Source: an optimization exercise on an open RTL-to-GDS flow (aim: small area). Production flows keep margins and buffers that such runs may drop.
Only simulation tests tie the RTL to the original design; equivalence was not proved.
Power is estimated from default activity; no workload was simulated.

--- flow/config.mk ---
export PLATFORM = sky130hd
export DESIGN_NAME = data_mem_responder
export DESIGN_NICKNAME = data_mem_responder
export VERILOG_FILES = /design/flow/design.v
export SDC_FILE = /design/flow/constraint.sdc
export NUM_CORES = 4
export LEC_CHECK = 0
export CAP_MARGIN = 20
export CORE_MARGIN = 2
export CORE_UTILIZATION = 50
export CTS_BUF_LIST = sky130_fd_sc_hd__clkbuf_8
export CTS_CLUSTER_DIAMETER = 40
export CTS_CLUSTER_SIZE = 15
export PLACE_DENSITY = 0.6
export SLEW_MARGIN = 20
export SYNTH_HIERARCHICAL = 1
--- flow/constraint.sdc ---
create_clock -name core_clock -period 6.5 [get_ports {clk}]
set_input_delay 1.3000 -clock core_clock [delete_from_list [all_inputs] [get_ports {clk}]]
set_output_delay 1.3000 -clock core_clock [all_outputs]
set_load 0.01 [all_outputs]
--- flow/design.v ---
package mips_pkg;
  localparam logic [1:0] S_IDLE = 2'd0;
  localparam logic [1:0] S_WAIT = 2'd1;
  localparam logic [1:0] S_RESP = 2'd2;
  localparam int WORD_W = 32;
endpackage
module wait_counter (
  input  logic       clk,
  input  logic       rst_n,
  input  logic       load,
  input  logic [3:0] load_val,
  input  logic       en,
  output logic       done
);
  logic [3:0] cnt_q;
  logic [3:0] cnt_d;
  assign done = (cnt_q == 4'd0);
  always_comb begin
    cnt_d = cnt_q;
    if (load) begin
      cnt_d = load_val;
    end else if (en && !done) begin
      cnt_d = cnt_q - 4'd1;
    end
  end
  always_ff @(posedge clk or negedge rst_n) begin
    if (!rst_n) begin
      cnt_q <= 4'd0;
    end else begin
      cnt_q <= cnt_d;
    end
  end
endmodule
module dmr_aoi222 (
  input  logic a0, b0, a1, b1, a2, b2,
  output logic y
);
  assign y = ~((a0 & b0) | (a1 & b1) | (a2 & b2));
endmodule
module dmr_aoi22 (
  input  logic a0, b0, a1, b1,
  output logic y
);
  assign y = ~((a0 & b0) | (a1 & b1));
endmodule
module dmr_o22ai (
  input  logic a1, a2, b1, b2,
  output logic y
);
  assign y = ~((a1 | a2) & (b1 | b2));
endmodule
module dmr_mux2i (
  input  logic s, a0, a1,
  output logic y
);
  assign y = ~(s ? a1 : a0);
endmodule
module data_mem_responder #(
  parameter int DEPTH       = 64,
  parameter int WAIT_STATES = 2
) (
  input  logic              clk,
  input  logic              reset,
  input  logic              req,
  input  logic              MemWrite,
  input  logic [mips_pkg::WORD_W-1:0] A,
  input  logic [mips_pkg::WORD_W-1:0] WD,
  output logic [mips_pkg::WORD_W-1:0] RD,
  output logic              ready,
  output logic              addr_err
);
  localparam int IDX_W    = $clog2(DEPTH);
  localparam int W        = mips_pkg::WORD_W;
  localparam int PORT_GAP = 4;
  localparam int TAP_GAP  = 3;
  localparam int NTAP     = (DEPTH + TAP_GAP - 1) / TAP_GAP;
  logic [1:0]       ph_q;
  logic [IDX_W-1:0] rot_q;
  logic [IDX_W-1:0] idx_q;
  logic             mis_q, we_q, pend_q, cap_q;
  logic [W-1:0]     wd_q;
  logic [W-1:0]     rd_q;
  logic [DEPTH-1:0] vld_q;
  logic [W-1:0]     mem_q [DEPTH];
  logic             idle, acc, fwd, use_wd, tap_hit, rd_on, wsel;
  logic [IDX_W-1:0] ridx, rpos, ppos;
  logic [NTAP-1:0]  rsel;
  logic [W-1:0]     net;
  logic             unused;
  assign unused = ^{A[W-1:IDX_W+2]} ^ WAIT_STATES[0];
  assign idle = (ph_q == 2'd0);
  assign acc  = idle & req;
  assign ppos = idx_q + rot_q;
  assign ridx = idle ? A[IDX_W+1:2] : idx_q;
  assign rpos = ridx + rot_q;
  assign fwd  = pend_q & (A[IDX_W+1:2] == idx_q);
  always_ff @(posedge clk or negedge reset) begin
    if (!reset) begin
      ph_q   <= 2'd0;
      rot_q  <= '0;
      pend_q <= 1'b0;
    end else begin
      if (acc || !idle) ph_q <= ph_q + 2'd1;
      rot_q <= rot_q + 1'b1;
      if (acc)
        pend_q <= MemWrite & (A[1:0] == 2'b00);
      else if (ppos[1:0] == 2'(PORT_GAP - 1))
        pend_q <= 1'b0;
    end
  end
  always_ff @(posedge clk) begin
    if (idle) begin
      idx_q <= A[IDX_W+1:2];
      mis_q <= (A[1:0] != 2'b00);
      we_q  <= MemWrite;
    end
  end
  always_ff @(posedge clk or negedge reset) begin
    if (!reset) begin
      vld_q <= '0;
    end else begin
      for (int p = 0; p < DEPTH; p++) begin
        if (p % PORT_GAP == 0)
          vld_q[p] <= vld_q[(p + DEPTH - 1) % DEPTH] |
                      (pend_q && ppos == IDX_W'((p + DEPTH - 1) % DEPTH));
        else
          vld_q[p] <= vld_q[(p + DEPTH - 1) % DEPTH];
      end
    end
  end
  logic [W-1:0] wd_n;
  assign wd_n = ~wd_q;
  for (genvar p = 0; p < DEPTH; p++) begin : g_ring
    if (p % PORT_GAP == 0) begin : g_port
      wire           wr;
      wire [W-1:0]   src;
      wire [W-1:0]   d;
      assign wr = pend_q && ppos == IDX_W'((p + DEPTH - 1) % DEPTH);
      if ((p / PORT_GAP) % 2 == 1) begin : g_inv
        assign src = wd_q;
      end else begin : g_pl
        assign src = wd_n;
      end
      for (genvar b = 0; b < W; b++) begin : g_bit
        dmr_mux2i u_mux (
          .s (wr),
          .a0(mem_q[(p + DEPTH - 1) % DEPTH][b]),
          .a1(src[b]),
          .y (d[b])
        );
      end
      always_ff @(posedge clk) mem_q[p] <= d;
    end else begin : g_pass
      always_ff @(posedge clk) mem_q[p] <= mem_q[p - 1];
    end
  end
  assign use_wd = idle ? fwd : (cap_q | we_q);
  assign rd_on  = (ph_q != 2'd3) && !(ph_q == 2'd2 && mis_q);
  always_comb begin
    tap_hit = 1'b0;
    for (int k = 0; k < NTAP; k++) begin
      tap_hit = tap_hit | (rpos == IDX_W'(k * TAP_GAP));
      rsel[k] = rd_on && !use_wd && vld_q[k * TAP_GAP] &&
                rpos == IDX_W'(k * TAP_GAP);
    end
  end
  assign wsel = rd_on & use_wd;
  localparam int NPL = 12;   
  localparam int NIV = 11;   
  localparam logic [6*(NPL-1)-1:0] PL_TAP =
    {6'd57, 6'd51, 6'd48, 6'd42, 6'd33, 6'd27, 6'd24, 6'd18, 6'd9, 6'd3, 6'd0};
  localparam logic [6*NIV-1:0] IV_TAP =
    {6'd63, 6'd60, 6'd54, 6'd45, 6'd39, 6'd36, 6'd30, 6'd21, 6'd15, 6'd12, 6'd6};
  logic [NPL-1:0] pl_s;
  logic [NIV-1:0] iv_sn;
  logic [W-1:0]   pl_d [NPL];
  logic [W-1:0]   iv_d [NIV];
  for (genvar n = 0; n < NPL - 1; n++) begin : g_pls
    assign pl_s[n] = rsel[32'(PL_TAP[6*n +: 6]) / TAP_GAP];
    assign pl_d[n] = mem_q[PL_TAP[6*n +: 6]];
  end
  assign pl_s[NPL-1] = wsel;
  assign pl_d[NPL-1] = wd_q;
  for (genvar n = 0; n < NIV; n++) begin : g_ivs
    assign iv_sn[n] = ~rsel[32'(IV_TAP[6*n +: 6]) / TAP_GAP];
    assign iv_d[n]  = mem_q[IV_TAP[6*n +: 6]];
  end
  for (genvar b = 0; b < W; b++) begin : g_rd
    logic [NPL/3-1:0] t;
    logic [NIV/2:0]   y;
    for (genvar g = 0; g < NPL / 3; g++) begin : g_pl
      dmr_aoi222 u_aoi (
        .a0(pl_s[3*g]),   .b0(pl_d[3*g][b]),
        .a1(pl_s[3*g+1]), .b1(pl_d[3*g+1][b]),
        .a2(pl_s[3*g+2]), .b2(pl_d[3*g+2][b]),
        .y (t[g])
      );
    end
    for (genvar g = 0; g < NIV / 2; g++) begin : g_iv
      dmr_o22ai u_oai (
        .a1(iv_sn[2*g]),   .a2(iv_d[2*g][b]),
        .b1(iv_sn[2*g+1]), .b2(iv_d[2*g+1][b]),
        .y (y[g])
      );
    end
    assign y[NIV/2] = ~(iv_sn[NIV-1] | iv_d[NIV-1][b]);
    assign net[b] = ~&t | (|y);
  end
  always_ff @(posedge clk) begin
    if (idle) begin
      wd_q  <= MemWrite ? WD : net;
      cap_q <= fwd | tap_hit;
    end else if (ph_q == 2'd1) begin
      wd_q  <= net;
      cap_q <= cap_q | tap_hit;
    end
  end
  always_ff @(posedge clk or negedge reset) begin
    if (!reset) begin
      rd_q <= '0;
    end else if (ph_q == 2'd2) begin
      rd_q <= net;
    end
  end
  assign RD       = rd_q;
  assign ready    = (ph_q == 2'd3);
  assign addr_err = ready & mis_q;
endmodule
--- flow/flow/run.sh ---
#!/bin/bash
# The standard layout, with two changes: the clock tree is built without
# dummy loads, and the ports are buffered with a small buffer.
set -euo pipefail
cd "$(dirname "$0")/.."
bash standard.sh \
  "CTS_ARGS=-sink_clustering_enable -repair_clock_nets -buf_list sky130_fd_sc_hd__clkbuf_8 -sink_clustering_size 15 -sink_clustering_max_diameter 40 -dont_use_dummy_load" \
  "BUFFER_PORTS_ARGS=-buffer_cell sky130_fd_sc_hd__buf_2" \
  finish > standard.log 2>&1
--- flow/standard.sh ---
#!/bin/bash
# synth_recipe.tcl (not shown) runs the flow's synth.tcl, then flattens the netlist and writes it again
# the make line also repeats each setting of config.mk as NAME=value (left out here)
make -C /OpenROAD-flow-scripts/flow DESIGN_CONFIG=/design/flow/config.mk WORK_HOME=/design/flow/orfs CLKGATE_MAP_FILE= SYNTH_SCRIPT=/design/flow/synth_recipe.tcl "${@:-finish}"
==> out/results.txt, run 1 <==
Status: no timing/DRC/antenna violations
Sw power: 6820 uW
Synth Register Bits: 2194
Sink Count: 2194
Layout cells sized above 1: 0.111
Peak VDD IR: 0.290 mV
Number of hold buffers added after CTS: 0
TritonCTS clock tree: yes
Ports: 102
Final Worst Setup Slack: 664 ps
Starting DRT DRC Count: 2574
Data arrival, critical path: 6410 ps
Worst-path clk slew: 90 ps
Setup Crit Path Kind: register to register
Via Count: 28811
Synthesis Warnings: 13
Site row count: 122
Post-Route WL: 141000 um
Critical Path RT: 7080 ps
Overflow after GRT: 0
Worst reg2reg startpoint: ph_q[0]$_DFFE_PN0P_
Post-CTS setup buffer count: 0
Reg2reg end: wd_q[21]$_DFFE_PP_
Filler cells: 9098
RSZ-0062 raised after global routing: no
CTS Buf Count: 195
Syn_area_per_cell: 15.6 um2
Root Driver: clkbuf_8
Vias per cell: 5.36
Cell area after synthesis: 0.0556 mm2
Startpoint Class: register
Global-route wire length before repair: 200000 um
Max-cap viol count: 0
R2r setup slk: 660 ps
Largest net degree at the start of global routing: 67
Seq/Total Area, Yosys: 0.806
Depth of the CTS H-tree: 4
Syn nets: 3652
Clock Skew: 97.9 ps
Slew Viols, Final: 0
Post-synth EDFFs: 35
Final Hold Viols: 0
Setup crit start: ph_q[0]$_DFFE_PN0P_
Sw frac: 0.271
Die Width: 337 um
P_leak: 0.0233 uW
Logic pwr share: 0.123
Hpwl dp: 79200 um
Clock latency (worst-skew pair): 880 ps
Mapped Cells: 3566
Fin crit share: 0.898
Ys flop type: dfxtp_1
Top cell type's share of synthesized area: 0.740
Worst slew pin tran: 1170 ps
Yosys cell types: 53
Clock power share: 0.265
Final ANT Viol Nets: 0
Sequential cell area: 0.0448 mm2
Setup crit end kind: register
Die area: 0.114 mm2
Power per cell area: 410 mW/mm2
Int Power: 18300 uW
Drt drc: 0
Hold path startpoint: mem_q[44][28]$_DFF_P_
Vias in the first global route: 28693
Crit path time final: 5840 ps
Core area: 0.111 mm2
Top cells by area, synth: dfxtp_1 (74%), mux2i_1 (9.2%), dfrtp_1 (4.7%), a222oi_1 (2.3%), edfxtp_1 (1.9%)
Setup TNS Final: 0 ps
I/O Buffers: 77
Die Height: 337 um
Worst reg-to-reg path cell count: 17
P&R area growth vs syn: 10.4%
Crit path to: wd_q[21]$_DFFE_PP_
GPL Wtd Cong: 0.792
Max-Slew Margin vs Limit: 0.220
Starting Density: 0.503
Initial antenna violation count: 2
Area occupied by multi-input gates: 0.0108 mm2
Ys async rst share: 0.0479
HP Class: register to register
Global-route usage over all layers: 0.248
Largest area contributor in the netlist: dfxtp_1
CTS resizes: 0
Pre-Repair DR Iteration Count: 8
Endpoints failing setup: 0
Max Fclk: 171 MHz
Crit Path Max Fanout: 22
Place WS: 374 ps
Clock Path Buffers: 3
Flop pwr share: 0.612
Drt wl/cell: 26.2 um
Final Net Count: 3974
power by group through the flow:
stage	combinational [uW]	clock [uW]	sequential, uW
2_1_floorplan	1890	0	15400
3_3_place_gp	3060	0	15700
3_5_place_dp	3090	0	15700
4_1_cts	3100	6830	15400
5_1_grt	3380	7350	15500
6_report	3090	6670	15400
modules after synthesis, one instance, submodules excluded:
module              flops+latches  times used  area, um2
dmr_mux2i                       0         512       10.0
dmr_aoi222                      0         128       10.0
data_mem_responder           2194           1      48200
dmr_o22ai                       0         160       6.26
synth_stat cells (all sizes together), types with 7 or more instances:
cell type	instances
inv	42
xnor2	21
mux2i	514
ha	16
o21ai	130
a222oi	128
o22ai	160
and4	9
or4b	32
a21oi	11
nand2	86
o21bai	17
nand4	7
mux2	7
nand3	41
nor2	32
nor3	7
dfrtp	105
edfxtp	35
clkbuf	25
dfxtp	2054
nor4	36
xor2	13
how the worst min path moves through the flow:
stage,end,slack (ps),cells past startpoint
CTS,mem_q[62][3]$_DFF_P_,260,0
floorplan,mem_q[11][0]$_DFF_P_,310,0
global route,mem_q[41][28]$_DFF_P_,270,0
detailed placement,mem_q[30][11]$_DFF_P_,310,0
finish,mem_q[45][28]$_DFF_P_,270,0
global placement,mem_q[3][31]$_DFF_P_,310,0
per-stage QoR:
| step | instances | power (uW) | hold WS, ps | area, um2 | util |
|---|---|---|---|---|---|
| after floorplan | 3566 | 17300 | 310 | 55600 | - |
| after global placement | 5179 | 18800 | 310 | 58700 | 0.531 |
| after detailed placement | 5179 | 18800 | 312 | 58700 | 0.531 |
| after CTS | 5374 | 25300 | 261 | 61400 | 0.556 |
| after global routing | 5377 | 26300 | 272 | 61400 | 0.556 |
| final | 5377 | 25200 | 268 | 61400 | 0.556 |
cells by family (layout without fill, tap and decap cells):
group                      after synthesis  after routing  share of synthesized area
muxes                                  521            521                     0.0940
buffers and inverters                   70            390                    0.00491
DFF                                   2194           2194                      0.806
and+or+nand+nor                        269            269                     0.0266
xor gates and xnor gates                35             35                    0.00623
other                                    0              3                          0
AOI/OAI and AO/OA                      459            459                     0.0582
adders and majority gates               18             18                    0.00432
flip-flops by register name, summed over array words and instances, names as in the netlist:
name and cells:
mem_q 2048, mis_q 1, rd_q 32, idx_q 6, wd_q 32, cap_q 1
pend_q 1, vld_q 64, ph_q 2, rot_q 6, we_q 1
layer usage:
layer	up-vias	track usage	wire length (um)
met5	-	0	0
met4	0	0.0762	3730
li1	13213	-	-
met2	856	0.402	65200
met3	241	0.0423	7730
met1	14501	0.342	64100
worst max-delay path: stages (launching register included):
cell and delay [ps]:
dfrtp_1 430, inv_1 130, ha_1 300, mux2_2 400
ha_1 350, a21oi_1 140, nand2_1 200, a31oi_2 350
xor2_2 430, nor2_1 160, and4_2 480, buf_12 320
a222oi_1 390, or4b_2 650, nor4_1 490, nand2_1 90
o21ai_0 90, o21ai_0 100
layout make-up:
type                       count  area share
timing repair buffer         153      0.0183
multi-input combinational   1302       0.175
sequential                  2194       0.730
tap                         1488      0.0303
clock buffer                 195      0.0437
inverter                      42     0.00257
antenna                        3    0.000122
cells in the final DEF (no fill, tap or decap), types with 3 or more instances in the layout:
| cell type | n |
|---|---|
| or4b_2 | 32 |
| a21oi_1 | 10 |
| buf_12 | 13 |
| mux2i_1 | 513 |
| dfrtp_1 | 105 |
| a222oi_1 | 128 |
| xor2_1 | 12 |
| xnor2_1 | 20 |
| o21ai_0 | 130 |
| nor2_1 | 16 |
| mux2_2 | 7 |
| nor3_1 | 7 |
| buf_4 | 63 |
| diode_2 | 3 |
| o22ai_1 | 160 |
| nand4_1 | 7 |
| nand3_1 | 36 |
| clkbuf_8 | 195 |
| edfxtp_1 | 35 |
| o21bai_1 | 17 |
| dfxtp_1 | 2054 |
| nor4_1 | 34 |
| ha_1 | 15 |
| buf_2 | 76 |
| nor2b_1 | 6 |
| and3_2 | 3 |
| nand2_1 | 85 |
| and4_2 | 7 |
| nor2_4 | 16 |
| inv_1 | 42 |
| nand3_4 | 5 |
==> run 2: changes to the inputs <==
--- a/flow/design.v
+++ b/flow/design.v
@@ -55,6 +55,30 @@
 );
   assign y = ~(s ? a1 : a0);
 endmodule
+module dmr_nor4 (
+  input  logic a, b, c, d,
+  output logic y
+);
+  assign y = ~(a | b | c | d);
+endmodule
+module dmr_nor2 (
+  input  logic a, b,
+  output logic y
+);
+  assign y = ~(a | b);
+endmodule
+module dmr_and4 (
+  input  logic a, b, c, d,
+  output logic y
+);
+  assign y = a & b & c & d;
+endmodule
+module dmr_nand4 (
+  input  logic a, b, c, d,
+  output logic y
+);
+  assign y = ~(a & b & c & d);
+endmodule
 module data_mem_responder #(
   parameter int DEPTH       = 64,
   parameter int WAIT_STATES = 2
@@ -82,7 +106,7 @@
   logic [W-1:0]     rd_q;
   logic [DEPTH-1:0] vld_q;
   logic [W-1:0]     mem_q [DEPTH];
-  logic             idle, acc, fwd, use_wd, tap_hit, rd_on, wsel;
+  logic             idle, acc, fwd, use_wd, tap_hit, rd_on, wsel, stsel;
   logic [IDX_W-1:0] ridx, rpos, ppos;
   logic [NTAP-1:0]  rsel;
   logic [W-1:0]     net;
@@ -154,13 +178,14 @@
       always_ff @(posedge clk) mem_q[p] <= mem_q[p - 1];
     end
   end
-  assign use_wd = idle ? fwd : (cap_q | we_q);
-  assign rd_on  = (ph_q != 2'd3) && !(ph_q == 2'd2 && mis_q);
+  assign stsel  = idle & MemWrite;
+  assign use_wd = idle ? (fwd & ~MemWrite) : ((ph_q == 2'd3) | cap_q | we_q);
+  assign rd_on  = !(ph_q == 2'd2 && mis_q);
   always_comb begin
     tap_hit = 1'b0;
     for (int k = 0; k < NTAP; k++) begin
       tap_hit = tap_hit | (rpos == IDX_W'(k * TAP_GAP));
-      rsel[k] = rd_on && !use_wd && vld_q[k * TAP_GAP] &&
+      rsel[k] = rd_on && !use_wd && !stsel && vld_q[k * TAP_GAP] &&
                 rpos == IDX_W'(k * TAP_GAP);
     end
   end
@@ -186,7 +211,7 @@
     assign iv_d[n]  = mem_q[IV_TAP[6*n +: 6]];
   end
   for (genvar b = 0; b < W; b++) begin : g_rd
-    logic [NPL/3-1:0] t;
+    logic [NPL/3:0]   t;
     logic [NIV/2:0]   y;
     for (genvar g = 0; g < NPL / 3; g++) begin : g_pl
       dmr_aoi222 u_aoi (
@@ -203,15 +228,19 @@
         .y (y[g])
       );
     end
+    assign t[NPL/3] = ~(stsel & WD[b]);
     assign y[NIV/2] = ~(iv_sn[NIV-1] | iv_d[NIV-1][b]);
-    assign net[b] = ~&t | (|y);
+    logic n_a, n_b, n_x;
+    dmr_nor4  u_na (.a(y[0]), .b(y[1]), .c(y[2]), .d(y[3]), .y(n_a));
+    dmr_nor2  u_nb (.a(y[4]), .b(y[5]), .y(n_b));
+    dmr_and4  u_nx (.a(t[0]), .b(t[1]), .c(t[2]), .d(t[3]), .y(n_x));
+    dmr_nand4 u_ny (.a(n_x), .b(t[4]), .c(n_a), .d(n_b), .y(net[b]));
   end
   always_ff @(posedge clk) begin
+    wd_q <= net;
     if (idle) begin
-      wd_q  <= MemWrite ? WD : net;
       cap_q <= fwd | tap_hit;
     end else if (ph_q == 2'd1) begin
-      wd_q  <= net;
       cap_q <= cap_q | tap_hit;
     end
   end
==> run 2 against run 1 <==
Compared with the run above: still clean; first-iteration DRC count up 1.9%; clock power down 0.7%; final cell count down 2.1%; register-to-register slack better by 530 ps; utilization about the same; total power down 4.2%; critical path depth down 3; count of clock-buffer cells in the layout down 3; sequential power about the same; area after synthesis down 0.87%.
==> out/results.txt, run 2 <==
Status: no timing/DRC/antenna violations
Overflow after GRT: 0
Sink Count: 2194
Syn nets: 3559
Clock Path Buffers: 3
Layout cells sized above 1: 0.116
CTS Buf Count: 192
Commonest non-fill, non-tap cells in the layout: dfxtp_1 (2086), mux2i_1 (513), clkbuf_8 (192)
Die area: 0.113 mm2
Syn_area_per_cell: 15.9 um2
Max Fclk: 188 MHz
Final Hold Viols: 0
Global-route wire length before repair: 191000 um
Max-cap viol count: 0
Post-synth EDFFs: 3
Top cells by area, synth: dfxtp_1 (76%), mux2i_1 (9.3%), dfrtp_1 (4.8%), a222oi_1 (2.3%), o22ai_1 (1.8%)
Startpoint Class: register
Final ANT Viol Nets: 0
Ys flop type: dfxtp_1
Finished Core Util: 0.556
Largest area contributor in the netlist: dfxtp_1
Die Width: 336 um
Clock latency (worst-skew pair): 890 ps
Number of hold buffers added after CTS: 0
Post-CTS setup buffer count: 0
Core area: 0.109 mm2
Critical Path RT: 7250 ps
Hold path startpoint: mem_q[53][30]$_DFF_P_
Tot Pwr: 24100 uW
I/O Buffers: 77
Vias per cell: 5.32
Endpoints failing setup: 0
Seq/Total Area, Yosys: 0.807
Placed cell area: 0.0580 mm2
Die Height: 336 um
Crit path time final: 5310 ps
Biggest register: mem_q
HP Class: register to register
Yosys cell types: 45
Most frequent cell after synthesis: dfxtp_1
Worst reg2reg startpoint: ph_q[0]$_DFFE_PN0P_
Most common cell after layout, fill and taps aside: dfxtp_1
Crit Path Max Fanout: 32
RSZ-0062 raised after global routing: no
P&R area growth vs syn: 10.0%
Slew Viols, Final: 0
Fin crit share: 0.816
Data arrival, critical path: 6060 ps
Synthesis Warnings: 13
Largest register FFs: 2048
Depth of the CTS H-tree: 4
Clock Skew: 96.2 ps
Commonest cells post-synth: dfxtp_1 (2086), mux2i_1 (513), o22ai_1 (161)
Ports: 102
GPL Wtd Cong: 0.791
Setup TNS Final: 0 ps
Root Driver: clkbuf_8
Top cell type's share of synthesized area: 0.758
Site row count: 121
Ys async rst share: 0.0479
Worst-path clk slew: 90 ps
Filler cells: 8869
Initial antenna violation count: 7
Hpwl dp: 76100 um
P_leak: 0.0229 uW
Post-Route WL: 135000 um
Global-route usage over all layers: 0.239
Max-Slew Margin vs Limit: 0.253
Final Net Count: 3876
Mapped Cells: 3473
Starting Density: 0.505
Starting DRT DRC Count: 2623
Sequential cell area: 0.0445 mm2
Largest regs: mem_q: 2048 flops, vld_q: 64 flops
Crit-path cells: inv_1, ha_1, mux2_2, ha_1, a21oi_1, nand2_1, a31oi_1, xor2_1, nor2_1, and4_4, a222oi_1, and4_1, nand4_1, mux2_2
CP max-delay cell: ha_1
Final Instance Area: 0.0606 mm2
Worst slew pin tran: 1120 ps
Power per cell area: 398 mW/mm2
Setup crit end kind: register
Setup Crit Path Kind: register to register
Cell area after synthesis: 0.0551 mm2
Largest net degree at the start of global routing: 64
CTS resizes: 0
Peak VDD IR: 0.251 mV
Drt wl/cell: 25.7 um
TritonCTS clock tree: yes
Via Count: 28029
Pre-Repair DR Iteration Count: 6
Drt drc: 0
Area occupied by multi-input gates: 0.0106 mm2
Synth Register Bits: 2194
Setup crit start: ph_q[0]$_DFFE_PN0P_
Max incr delay on CP: 550 ps
Vias in the first global route: 27360
-- run 2: changes by cell type in the layout (fill, tap and decap cells not counted), moves of 35 or more --
cell and change:
nand2_1 -36, nand4_1 +35, nor2_1 +65, o21ai_0 -130
-- run 2: metrics by stage --
step	std cells	hold slack (ps)	setup slack, ps
floorplan	3473	310	628
global placement	5072	310	1100
detailed placement	5072	312	1100
CTS	5264	248	1200
global route	5265	257	853
finish	5266	249	1190
-- run 2: final cells by class --
type,count,area share
Inverter,40,0.00248
Tap cell,1476,0.0305
Multi-Input combinational cell,1222,0.175
Timing Repair Buffer,140,0.0147
Sequential cell,2194,0.734
Clock buffer,192,0.0436
Antenna cell,2,0.0000825
-- run 2: routing by layer --
metal	wire length (um)	vias to the layer above	track usage
met3	8170	222	0.0446
li1	-	12839	-
met5	0	-	0
met4	3230	0	0.0690
met1	67400	14163	0.366
met2	56700	805	0.343
-- run 2: final timing paths --
path | to | slack [ps] | cells after the start
worst max-delay path | rd_q[11]$_DFFE_PN0N_ | 1190 | 14
worst min-delay path | mem_q[54][30]$_DFF_P_ | 250 | 0
worst max register to register | rd_q[11]$_DFFE_PN0N_ | 1190 | 14
worst min register to register | mem_q[54][30]$_DFF_P_ | 250 | 0
max in group asynchronous | rd_q[30]$_DFFE_PN0N_ | 4690 | 2
min in group asynchronous | rd_q[12]$_DFFE_PN0N_ | 490 | 1
-- run 2: cell families after synthesis --
group                    Yosys count  share of synthesized area
XOR/XNOR                          30                    0.00490
flip-flops                      2194                      0.807
adder cells (fa/ha/maj)           18                    0.00436
multiplexers                     552                      0.101
buffers and inverters             57                    0.00411
AND/OR/NAND/NOR                  296                     0.0322
AO/OA/AOI/OAI                    326                     0.0464
-- run 2: where the power goes --
part	switching [uW]	internal, uW
Clock	4000	2620
Sequential	709	14500
Combinational	1530	781
Total	6240	17900
-- run 2: critical path: cells and delay by family (launching register included) --
kind | cells | cell delay, ps
and+or+nand+nor | 5 | 1380
AOI/OAI and AO/OA | 3 | 1010
adders and majority gates | 2 | 910
muxes | 2 | 790
xor gates and xnor gates | 1 | 550
DFF | 1 | 410
buffers and inverters | 1 | 130
-- run 2: modules after synthesis, one instance, submodules excluded --
module,times used,cells inside,flip-flops and latches,area (um2)
dmr_nand4,32,1,0,6.26
data_mem_responder,1,2545,2194,46700
dmr_aoi222,128,1,0,10.0
dmr_nor4,32,1,0,12.5
dmr_nor2,32,1,0,3.75
dmr_and4,32,1,0,8.76
dmr_mux2i,512,1,0,10.0
dmr_o22ai,160,1,0,6.26
==> run 3: changes to the inputs <==
==> flow/flow/run.sh (replaced) <==
#!/bin/bash
# The standard layout, with two changes: the clock tree is built without
# dummy loads (one level of sink clusters, small buffers above them), and
# the ports are buffered with a small buffer.
set -euo pipefail
cd "$(dirname "$0")/.."
bash standard.sh \
  "CTS_ARGS=-sink_clustering_enable -repair_clock_nets -buf_list sky130_fd_sc_hd__clkbuf_8 -tree_buf sky130_fd_sc_hd__clkbuf_4 -sink_clustering_size 18 -sink_clustering_max_diameter 50 -sink_clustering_levels 1 -dont_use_dummy_load" \
  "BUFFER_PORTS_ARGS=-buffer_cell sky130_fd_sc_hd__buf_2" \
  finish > standard.log 2>&1
--- a/flow/config.mk
+++ b/flow/config.mk
@@ -7,10 +7,10 @@
 export LEC_CHECK = 0
 export CAP_MARGIN = 20
 export CORE_MARGIN = 2
-export CORE_UTILIZATION = 50
+export CORE_UTILIZATION = 58
 export CTS_BUF_LIST = sky130_fd_sc_hd__clkbuf_8
-export CTS_CLUSTER_DIAMETER = 40
-export CTS_CLUSTER_SIZE = 15
-export PLACE_DENSITY = 0.6
+export CTS_CLUSTER_DIAMETER = 50
+export CTS_CLUSTER_SIZE = 18
+export PLACE_DENSITY = 0.68
 export SLEW_MARGIN = 20
 export SYNTH_HIERARCHICAL = 1
==> run 3 against run 2 <==
Compared with the run above: sequential cell count unchanged; cell area down 1.4%; clock power down 13%; worst hold slack worse by 0.56 ps; critical path depth up 1; non-clock buffer count up 3; total power down 3.4%; final cell count down 4.8%; clock skew up 6.4 ps; combinational power up 2%; global-route usage up 3.9 points; count of clock-buffer cells in the layout down 44; critical path type unchanged; largest cell class unchanged; largest power group unchanged.
==> out/results.txt, run 3 <==
Setup TNS Final: 0 ps
Data arrival, critical path: 6030 ps
Largest register FFs: 2048
Hold path startpoint: mem_q[29][23]$_DFF_P_
R2r setup slk: 1160 ps
Cell area after synthesis: 0.0551 mm2
Top cells by area, synth: dfxtp_1 (76%), mux2i_1 (9.3%), dfrtp_1 (4.8%), a222oi_1 (2.3%), o22ai_1 (1.8%)
Ports: 102
Core area: 0.0946 mm2
CTS resizes: 0
Syn nets: 3559
Max Fclk: 187 MHz
Most common cell after layout, fill and taps aside: dfxtp_1
Initial antenna violation count: 1
Clock Skew: 103 ps
Die Width: 312 um
Place WS: 1060 ps
Slew Viols, Final: 0
Fin crit share: 0.821
Most frequent cell after synthesis: dfxtp_1
Clock latency (worst-skew pair): 900 ps
Ys async rst share: 0.0479
Commonest non-fill, non-tap cells in the layout: dfxtp_1 (2086), mux2i_1 (513), o22ai_1 (161)
Filler cells: 6860
Overflow after GRT: 0
Die area: 0.0975 mm2
Depth of the CTS H-tree: 4
CTS Buf Count: 148
Post-CTS setup buffer count: 0
Status: no timing/DRC/antenna violations
Seq/Total Area, Yosys: 0.807
Worst slew pin tran: 1180 ps
Sink Count: 2194
Critical Path RT: 7190 ps
Yosys cell types: 45
Pre-Repair DR Iteration Count: 6
Max-Slew Margin vs Limit: 0.212
Vias per cell: 5.65
Root Driver: clkbuf_8
Setup crit start: ph_q[0]$_DFFE_PN0P_
Clock Path Buffers: 3
Commonest cells post-synth: dfxtp_1 (2086), mux2i_1 (513), o22ai_1 (161)
I/O Buffers: 77
Mapped Cells: 3473
HP Class: register to register
Crit-path cells: inv_1, ha_1, mux2_2, ha_1, a21oi_1, nand2_1, a31oi_1, xor2_1, nor2_2, and4_2, buf_4, a222oi_1, and4_1, nand4_1, mux2_2
Hold Path Cell Cnt: 0
Drt wl/cell: 27.1 um
WHS Endpoint: mem_q[30][23]$_DFF_P_
Max incr delay on CP: 660 ps
Power per cell area: 389 mW/mm2
Startpoint Class: register
Post-Route WL: 136000 um
Max-cap viol count: 0
P&R area growth vs syn: 8.49%
Synthesis Warnings: 13
Largest area contributor in the netlist: dfxtp_1
Tot Pwr: 23300 uW
Crit path time final: 5340 ps
Final Hold Viols: 0
Synth Register Bits: 2194
Starting DRT DRC Count: 2972
GPL Wtd Cong: 0.826
TritonCTS clock tree: yes
Endpoints failing setup: 0
CP max-delay cell: and4_2
Drt drc: 0
Crit Path Max Fanout: 22
Site row count: 113
Peak VDD IR: 0.263 mV
Worst-path clk slew: 100 ps
Worst reg2reg startpoint: ph_q[0]$_DFFE_PN0P_
Number of hold buffers added after CTS: 0
P_leak: 0.0226 uW
Ys flop type: dfxtp_1
Via Count: 28348
Worst reg-to-reg path cell count: 15
Flop pwr share: 0.652
Global-route usage over all layers: 0.278
Clock power share: 0.247
Starting Density: 0.583
Biggest register: mem_q
Die Height: 312 um
Top cell type's share of synthesized area: 0.758
Syn_area_per_cell: 15.9 um2
Layout cells sized above 1: 0.106
Crit path max-delay family: simple AND/OR/NAND/NOR gates
Final Net Count: 3835
Worst Path Buf+Inv: 2
Logic pwr share: 0.101
Final Worst Setup Slack: 1160 ps
Largest regs: mem_q: 2048 flops, vld_q: 64 flops
Int Power: 17200 uW
Setup Crit Path Kind: register to register
Post-synth EDFFs: 3
Largest net degree at the start of global routing: 56
Finished Core Util: 0.632
Global-route wire length before repair: 197000 um
Hpwl dp: 75900 um
RSZ-0062 raised after global routing: no
Setup crit end kind: register
Final ANT Viol Nets: 0
Vias in the first global route: 29307
Reg2reg end: rd_q[23]$_DFFE_PN0N_
Sw frac: 0.261
Sw power: 6070 uW
## run 3: area by class of cell
class,count,area [um2],share of cell area
Antenna cell,2,5.00,0.0000837
Clock buffer,148,1940,0.0324
Inverter,40,150,0.00251
Multi-Input combinational cell,1222,10600,0.177
Sequential cell,2194,44500,0.744
Tap cell,1265,1580,0.0265
Timing Repair Buffer,143,1070,0.0179
## run 3: how the worst max path moves through the flow
stage                     cells after the start                   end
after global routing                         15   rd_q[9]$_DFFE_PN0N_
after global placement                       14  rd_q[27]$_DFFE_PN0N_
after CTS                                    15  rd_q[23]$_DFFE_PN0N_
after detailed placement                     14   rd_q[4]$_DFFE_PN0N_
final                                        15  rd_q[23]$_DFFE_PN0N_
after floorplan                              12  rd_q[10]$_DFFE_PN0N_
## run 3: per-module statistics from Yosys (local to each module, per instance), excerpt
module | cells | times used
data_mem_responder | 2545 | 1
dmr_aoi222 | 1 | 128
dmr_mux2i | 1 | 512
dmr_nand4 | 1 | 32
dmr_nor2 | 1 | 32
dmr_nor4 | 1 | 32
## run 3: routing by layer
metal,global-route usage,share of wire,vias to the layer above
met5,0,0,-
met4,0.0852,0.026,0
met3,0.0531,0.070,243
met2,0.428,0.45,1022
met1,0.400,0.46,14357
li1,-,-,12726
## run 3: metrics by stage
| step | instances | area, um2 | hold slack [ps] |
|---|---|---|---|
| 6_report | 5014 | 59800 | 249 |
| 5_1_grt | 5013 | 59800 | 261 |
| 4_1_cts | 5011 | 59800 | 240 |
| 3_5_place_dp | 4863 | 57800 | 312 |
| 3_3_place_gp | 4861 | 57800 | 310 |
| 2_1_floorplan | 3473 | 55100 | 310 |
## run 3: power by group through the flow
| stage | clock network (uW) | logic, uW | registers, uW |
|---|---|---|---|
| floorplan | 0 | 1390 | 15200 |
| global placement | 0 | 2230 | 15400 |
| detailed placement | 0 | 2290 | 15500 |
| CTS | 5810 | 2290 | 15200 |
| global route | 6310 | 2520 | 15300 |
| finish | 5750 | 2360 | 15200 |
## run 3: cells by family after synthesis
logic type,after synthesis,synth area share
fa+ha+maj,18,0.00436
flops,2194,0.807
xor+xnor,30,0.00490
buf+inv,57,0.00411
compound gates,326,0.0464
mux,552,0.101
simple gates,296,0.0322
==> run 4: changes to the inputs <==
--- a/flow/flow/run.sh
+++ b/flow/flow/run.sh
@@ -6,5 +6,5 @@
 cd "$(dirname "$0")/.."
 bash standard.sh \
   "CTS_ARGS=-sink_clustering_enable -repair_clock_nets -buf_list sky130_fd_sc_hd__clkbuf_8 -tree_buf sky130_fd_sc_hd__clkbuf_4 -sink_clustering_size 18 -sink_clustering_max_diameter 50 -sink_clustering_levels 1 -dont_use_dummy_load" \
-  "BUFFER_PORTS_ARGS=-buffer_cell sky130_fd_sc_hd__buf_2" \
+  "BUFFER_PORTS_ARGS=-buffer_cell sky130_fd_sc_hd__buf_1" \
   finish > standard.log 2>&1
--- a/flow/config.mk
+++ b/flow/config.mk
@@ -7,10 +7,10 @@
 export LEC_CHECK = 0
 export CAP_MARGIN = 20
 export CORE_MARGIN = 2
-export CORE_UTILIZATION = 58
+export CORE_UTILIZATION = 55
 export CTS_BUF_LIST = sky130_fd_sc_hd__clkbuf_8
 export CTS_CLUSTER_DIAMETER = 50
 export CTS_CLUSTER_SIZE = 18
-export PLACE_DENSITY = 0.68
+export PLACE_DENSITY = 0.65
 export SLEW_MARGIN = 20
 export SYNTH_HIERARCHICAL = 1
==> run 4 against run 3 <==
Compared with the run above: sequential power about the same; global-route usage down 2.8 points; still clean on timing, DRC and antenna; register-to-register slack worse by 120 ps; die area up 5.4%; critical endpoint is now rd_q[31]$_DFFE_PN0N_; sequential share of layout area is 0.14 points higher; synthesized cell count unchanged; total power shrank 0.58%; count of clock-buffer cells in the layout grew 3.
==> out/results.txt, run 4 <==
Largest area contributor in the netlist: dfxtp_1
Clock power share: 0.250
Hpwl dp: 73300 um
Sw power: 5970 uW
P_leak: 0.0223 uW
Startpoint Class: register
GR Layer Usage met2: 0.386
TritonCTS clock tree: yes
I/O Buffers: 77
Filler cells: 7742
Fin crit share: 0.840
M1 GR Usage: 0.360
Final Net Count: 3834
Hold path startpoint: mem_q[53][9]$_DFF_P_
P&R area growth vs syn: 8.29%
Die Height: 321 um
Top cell type's share of synthesized area: 0.758
Area occupied by multi-input gates: 0.0106 mm2
Busiest grt layer: met2
Critical Path RT: 7300 ps
Status: no timing/DRC/antenna violations
Worst-path clk slew: 100 ps
Tot Pwr: 23200 uW
Global-route usage over all layers: 0.250
Int Power: 17200 uW
Setup Crit Path Kind: register to register
Syn_area_per_cell: 15.9 um2
Crit-path cells: inv_1, ha_1, mux2_2, ha_1, a21oi_1, nand2_1, a31oi_1, xor2_1, nor2_1, and4_2, buf_4, a222oi_1, and4_1, nand4_1, mux2_2
Die Width: 321 um
Logic pwr share: 0.096
Final Instance Area: 0.0597 mm2
Core area: 0.0997 mm2
Global-route wire length before repair: 183000 um
Most frequent cell after synthesis: dfxtp_1
Peak VDD IR: 0.232 mV
Overflow after GRT: 0
CTS resizes: 0
Max-Slew Margin vs Limit: 0.222
Most common cell after layout, fill and taps aside: dfxtp_1
Yosys cell types: 45
Cell area after synthesis: 0.0551 mm2
Largest regs: mem_q: 2048 flops, vld_q: 64 flops
Ports: 102
Die area: 0.103 mm2
Largest register FFs: 2048
Depth of the CTS H-tree: 4
Mapped Cells: 3473
Clock Path Buffers: 3
Vias per cell: 5.46
Post-CTS setup buffer count: 0
Max-cap viol count: 0
Drt drc: 0
Largest net degree at the start of global routing: 57
Setup crit start: ph_q[0]$_DFFE_PN0P_
CTS Buf Count: 151
Max Fclk: 183 MHz
Ys flop type: dfxtp_1
Clock latency (worst-skew pair): 950 ps
Post-synth EDFFs: 3
Worst reg2reg startpoint: ph_q[0]$_DFFE_PN0P_
Placed cell area: 0.0577 mm2
Post-Route WL: 129000 um
Crit Path Max Fanout: 19
Commonest cells post-synth: dfxtp_1 (2086), mux2i_1 (513), o22ai_1 (161)
Synth Register Bits: 2194
Starting Density: 0.553
Clock Skew: 122 ps
Setup TNS Final: 0 ps
Seq/Total Area, Yosys: 0.807
Number of hold buffers added after CTS: 0
Slew Viols, Final: 0
Drt wl/cell: 25.5 um
HP Class: register to register
Commonest non-fill, non-tap cells in the layout: dfxtp_1 (2086), mux2i_1 (513), o22ai_1 (161)
Syn nets: 3559
CP max-delay cell: and4_2
Max incr delay on CP: 610 ps
Initial antenna violation count: 2
Layout cells sized above 1: 0.0860
Final Hold Viols: 0
Setup crit end kind: register
Crit path time final: 5460 ps
Synthesis Warnings: 13
Top cells by area, synth: dfxtp_1 (76%), mux2i_1 (9.3%), dfrtp_1 (4.8%), a222oi_1 (2.3%), o22ai_1 (1.8%)
Worst slew pin tran: 1170 ps
Root Driver: clkbuf_8
Pre-Repair DR Iteration Count: 8
GRT met3 Usage: 0.0447
Flop pwr share: 0.655
Power per cell area: 388 mW/mm2
Sink Count: 2194
GPL Wtd Cong: 0.800
Site row count: 116
Sw frac: 0.258
Starting DRT DRC Count: 2458
RSZ-0062 raised after global routing: no
Sequential cell area: 0.0445 mm2
Ys async rst share: 0.0479
Data arrival, critical path: 6260 ps
Via Count: 27567
Final ANT Viol Nets: 0
Biggest register: mem_q
Vias in the first global route: 26917
Endpoints failing setup: 0
## run 4: cell counts after synthesis
No cell type changed its count.
## run 4: final cells by class
cell class	count	share of cell area
antenna	7	0.000293
sequential	2194	0.745
inverter	40	0.00252
clock buffer	151	0.0331
multi-input combinational	1222	0.178
tap	1298	0.0272
timing repair buffer	139	0.0141
## run 4: kinds of logic after synthesis
| logic type | after synthesis | synth area share |
|---|---|---|
| muxes | 552 | 0.101 |
| DFF | 2194 | 0.807 |
| AOI/OAI and AO/OA | 326 | 0.0464 |
| buffers and inverters | 57 | 0.00411 |
| xor gates and xnor gates | 30 | 0.00490 |
| adders and majority gates | 18 | 0.00436 |
| and+or+nand+nor | 296 | 0.0322 |
## run 4: stage by stage
step | worst slack (ps) | hold slack [ps] | utilization | std cells
floorplan | 628 | 310 | - | 3473
global placement | 901 | 310 | 0.578 | 4892
detailed placement | 878 | 312 | 0.578 | 4892
CTS | 1080 | 204 | 0.598 | 5043
global route | 796 | 220 | 0.599 | 5051
finish | 1040 | 217 | 0.599 | 5051
## run 4: worst paths after layout
path                            slack (ps)  cells past startpoint                   end
worst max-delay path                  1040                     15  rd_q[31]$_DFFE_PN0N_
worst min register to register         220                      0  mem_q[54][9]$_DFF_P_
worst max register to register        1040                     15  rd_q[31]$_DFFE_PN0N_
worst min-delay path                   220                      0  mem_q[54][9]$_DFF_P_
min in group asynchronous              350                      1   rd_q[8]$_DFFE_PN0N_
max in group asynchronous             4860                      2    vld_q[0]$_DFF_PN0_
## run 4: worst max-delay path, delay by kind of cell (launching register included)
family,cells,cell delay (ps)
xor gates and xnor gates,1,540
muxes,2,770
and+or+nand+nor,5,1330
DFF,1,430
AOI/OAI and AO/OA,3,850
adders and majority gates,2,930
buffers and inverters,2,540
## run 4: routing by layer
layer / wire length [um] / vias up
met5: 0 / -
met4: 3460 / 0
met3: 7660 / 225
met2: 57600 / 769
met1: 60200 / 13825
li1: - / 12748
## run 4: modules after synthesis (local to each module, per instance)
module / cells inside / flops+latches
dmr_nand4: 1 / 0
dmr_mux2i: 1 / 0
dmr_and4: 1 / 0
dmr_nor4: 1 / 0
dmr_o22ai: 1 / 0
data_mem_responder: 2545 / 2194
dmr_aoi222: 1 / 0
dmr_nor2: 1 / 0
## run 4: power by group through the flow
stage	Combinational (uW)	Sequential, uW	Clock (uW)
3_3_place_gp	2180	15500	0
6_report	2220	15200	5780
2_1_floorplan	1390	15200	0
4_1_cts	2210	15200	5910
5_1_grt	2400	15300	6400
3_5_place_dp	2210	15500	0
==> run 5: changes to the inputs <==
--- a/flow/design.v
+++ b/flow/design.v
@@ -139,17 +139,28 @@
       we_q  <= MemWrite;
     end
   end
+  logic [2:0]          clr_q;
+  logic                clearing;
+  logic [PORT_GAP-1:0] vld_ok;
+  assign clearing = (clr_q != 3'(PORT_GAP));
+  always_comb begin
+    for (int r = 0; r < PORT_GAP; r++)
+      vld_ok[r] = !clearing || (3'(r) < clr_q);
+  end
   always_ff @(posedge clk or negedge reset) begin
     if (!reset) begin
-      vld_q <= '0;
-    end else begin
-      for (int p = 0; p < DEPTH; p++) begin
-        if (p % PORT_GAP == 0)
-          vld_q[p] <= vld_q[(p + DEPTH - 1) % DEPTH] |
-                      (pend_q && ppos == IDX_W'((p + DEPTH - 1) % DEPTH));
-        else
-          vld_q[p] <= vld_q[(p + DEPTH - 1) % DEPTH];
-      end
+      clr_q <= '0;
+    end else if (clearing) begin
+      clr_q <= clr_q + 3'd1;
+    end
+  end
+  always_ff @(posedge clk) begin
+    for (int p = 0; p < DEPTH; p++) begin
+      if (p % PORT_GAP == 0)
+        vld_q[p] <= (vld_q[(p + DEPTH - 1) % DEPTH] && !clearing) ||
+                    (pend_q && ppos == IDX_W'((p + DEPTH - 1) % DEPTH));
+      else
+        vld_q[p] <= vld_q[(p + DEPTH - 1) % DEPTH];
     end
   end
   logic [W-1:0] wd_n;
@@ -186,6 +197,7 @@
     for (int k = 0; k < NTAP; k++) begin
       tap_hit = tap_hit | (rpos == IDX_W'(k * TAP_GAP));
       rsel[k] = rd_on && !use_wd && !stsel && vld_q[k * TAP_GAP] &&
+                vld_ok[(k * TAP_GAP) % PORT_GAP] &&
                 rpos == IDX_W'(k * TAP_GAP);
     end
   end
==> run 5 against run 4 <==
Compared with the run above: clock skew is 6.2 ps lower; setup slack better by 110 ps; via count is 1.0% higher; routed wire length is 2.8% higher; largest power group unchanged; critical endpoint is now rd_q[21]$_DFFE_PN0N_.
==> out/results.txt, run 5 <==
Status: no timing/DRC/antenna violations
Ports: 102
GPL Wtd Cong: 0.785
Max Fclk: 187 MHz
Data arrival, critical path: 6140 ps
CTS Buf Count: 153
Syn_area_per_cell: 15.7 um2
Final Instance Area: 0.0599 mm2
Clock latency (worst-skew pair): 920 ps
Root Driver: clkbuf_8
P&R area growth vs syn: 8.51%
Endpoints failing setup: 0
Drt wl/cell: 26.0 um
Yosys cell types: 56
Post-CTS setup buffer count: 0
Commonest non-fill, non-tap cells in the layout: dfxtp_1 (2150), mux2i_1 (512), o22ai_1 (161)
HP Class: register to register
Setup Crit Path Kind: register to register
Final Net Count: 3883
Final ANT Viol Nets: 0
Setup TNS Final: 0 ps
Via Count: 27851
Number of hold buffers added after CTS: 0
Core area: 0.0997 mm2
Post-route insts no fill: 5099
CTS resizes: 0
Worst slew pin tran: 1160 ps
Largest area contributor in the netlist: dfxtp_1
Initial antenna violation count: 3
Max-Slew Margin vs Limit: 0.225
Most frequent cell after synthesis: dfxtp_1
Max-cap viol count: 0
Setup crit end kind: register
Crit path time final: 5340 ps
Seq/Total Area, Yosys: 0.802
Synth Register Bits: 2197
Tot Pwr: 23400 uW
Clock Skew: 116 ps
Drt drc: 0
Largest regs: mem_q: 2048 flops, vld_q: 64 flops
Post-synth EDFFs: 3
RSZ-0062 raised after global routing: no
Placed cell area: 0.0578 mm2
Sink Count: 2197
I/O Buffers: 77
Post-Route WL: 133000 um
M1 GR Usage: 0.383
Worst-path clk slew: 100 ps
Top cell type's share of synthesized area: 0.780
GRT met3 Usage: 0.0362
Global-route usage over all layers: 0.257
Cell area after synthesis: 0.0552 mm2
Pre-Repair DR Iteration Count: 8
Site row count: 116
Top cells by area, synth: dfxtp_1 (78%), mux2i_1 (9.3%), a222oi_1 (2.3%), dfrtp_1 (2.0%), o22ai_1 (1.8%)
Mapped Cells: 3511
Die area: 0.103 mm2
Largest net degree at the start of global routing: 34
Busiest grt layer: met2
P_leak: 0.0221 uW
Commonest cells post-synth: dfxtp_1 (2150), mux2i_1 (512), o22ai_1 (161)
Fin crit share: 0.822
Largest register FFs: 2048
Synthesis Warnings: 13
Peak VDD IR: 0.448 mV
Die Height: 321 um
Hpwl dp: 74100 um
Power per cell area: 391 mW/mm2
Global-route wire length before repair: 187000 um
Starting DRT DRC Count: 2609
Syn nets: 3599
Startpoint Class: register
Overflow after GRT: 0
Most common cell after layout, fill and taps aside: dfxtp_1
TritonCTS clock tree: yes
Ys flop type: dfxtp_1
Crit Path Max Fanout: 17
Ys async rst share: 0.0200
Starting Density: 0.553
Critical Path RT: 7300 ps
Vias in the first global route: 26934
Depth of the CTS H-tree: 4
Die Width: 321 um
DP Cell Count: 4938
Final Hold Viols: 0
GR Layer Usage met2: 0.391
Biggest register: mem_q
Layout cells sized above 1: 0.0936
Clock Path Buffers: 3
Vias per cell: 5.46
Slew Viols, Final: 0
## run 5: cell count changes in the layout (fill, tap and decap cells not counted), moves of 3 or more
cell,before,now
and4_2,4,1
nor3_1,5,8
o21ai_0,0,20
o21bai_1,17,1
nand4_1,42,39
buf_4,56,61
a211oi_1,3,0
nor2_2,1,11
inv_1,40,43
nand3_4,2,5
dfxtp_1,2086,2150
dfrtp_1,105,44
nand2_1,49,66
nor2_1,81,72
## run 5: power breakdown
part	switching, uW	internal, uW	total, uW
clock network	3830	1990	5820
logic	1590	837	2420
registers	692	14500	15200
total	6110	17300	23400
## run 5: area by class of cell
class | instances | area (um2)
Fill cell | 7720 | 39900
Sequential cell | 2197 | 44200
Tap cell | 1298 | 1620
Inverter | 43 | 161
Clock buffer | 153 | 2010
Multi-Input combinational cell | 1255 | 10900
Timing Repair Buffer | 145 | 898
Antenna cell | 8 | 20.0
## run 5: final timing paths
path	slack (ps)	from	cells past startpoint	endpoint
min in group asynchronous	370	reset	1	rd_q[29]$_DFFE_PN0N_
min	260	vld_q[46]$_DFF_P_	0	vld_q[47]$_DFF_P_
max reg2reg	1160	ph_q[0]$_DFFE_PN0P_	15	rd_q[21]$_DFFE_PN0N_
max in group asynchronous	5020	reset	2	rot_q[5]$_DFF_PN0_
max	1160	ph_q[0]$_DFFE_PN0P_	15	rd_q[21]$_DFFE_PN0N_
min reg2reg	260	vld_q[46]$_DFF_P_	0	vld_q[47]$_DFF_P_
## run 5: worst max-delay path: stages, from the launching register on
cell      delay (ps)
dfrtp_1          420
inv_1            130
ha_1             530
mux2_2           270
ha_1             170
inv_1             60
fa_1             430
o21ai_2          240
xor2_1           530
nor2_1           350
and3_2           590
buf_4            360
a222oi_1         550
and4_1           300
nand4_1          100
mux2_2           270
## run 5: through the flow
step / hold slack (ps) / worst slack [ps] / utilization
global placement: 310 / 806 / 0.579
global route: 249 / 913 / 0.600
floorplan: 310 / 696 / -
detailed placement: 312 / 862 / 0.580
finish: 260 / 1160 / 0.600
CTS: 250 / 1200 / 0.600
## run 5: logic make-up (layout without fill, tap and decap cells)
group           after synthesis  after routing  synth area share
flops                      2197           2197             0.802
mux                         552            552             0.101
compound gates              329            329            0.0466
simple gates                321            321            0.0350
buf+inv                      59            341           0.00451
xor+xnor                     33             33           0.00612
fa+ha+maj                    20             20           0.00481
other cells                   0              8                 0
## run 5: routing by layer
| metal | share of wire | up-vias |
|---|---|---|
| met5 | 0 | - |
| met2 | 0.44 | 791 |
| met3 | 0.056 | 212 |
| li1 | - | 12885 |
| met1 | 0.48 | 13963 |
| met4 | 0.027 | 0 |
## run 5: Yosys stat by module, one instance, submodules excluded
module | cells inside | cell area (um2)
dmr_aoi222 | 1 | 10.0
dmr_nor2 | 1 | 3.75
dmr_and4 | 1 | 8.76
dmr_mux2i | 1 | 10.0
dmr_nor4 | 1 | 12.5
dmr_nand4 | 1 | 6.26
dmr_o22ai | 1 | 6.26
data_mem_responder | 2583 | 46800

## what the ideal ports hide
How much do the figures lean on ideal ports? The routed layouts below were timed once more, with nothing changed but the port constraints.
Step 1 sets driving cells, clkbuf_16 on the clock port and buf_2 on the other inputs (assumed; they add their load-dependent delay and slew).
Step 2 times the ports against the registers' clock, not the clock port: input delays grow and output delays shrink by t, the midpoint of the rising clock arrivals with the driver on.
Slacks: no drivers / after step 1 / after step 2; pairs: no drivers / after step 1.
run	shift t [ns]	setup WS [ns]	worst setup path after step 2	latest minus earliest clock arrival (ns)	worst slew at a driven data input, ns
run 1	0.903	0.664 / 0.664 / 0.262	input to register	0.103 / 0.104	0.06
run 2	0.910	1.193 / 1.193 / 1.006	input to register	0.100 / 0.100	0.04
run 3	0.922	1.164 / 1.164 / 0.915	input to register	0.116 / 0.117	0.06
run 4	0.947	1.043 / 1.043 / 0.856	input to register	0.124 / 0.123	0.04
run 5	0.924	1.157 / 1.157 / 0.843	input to register	0.116 / 0.117	0.04
After both steps every run listed still meets setup and hold. For run 1, which loses most, drivers alone change the setup slack by 0.000 ns; drivers and shift together by -0.402 ns.
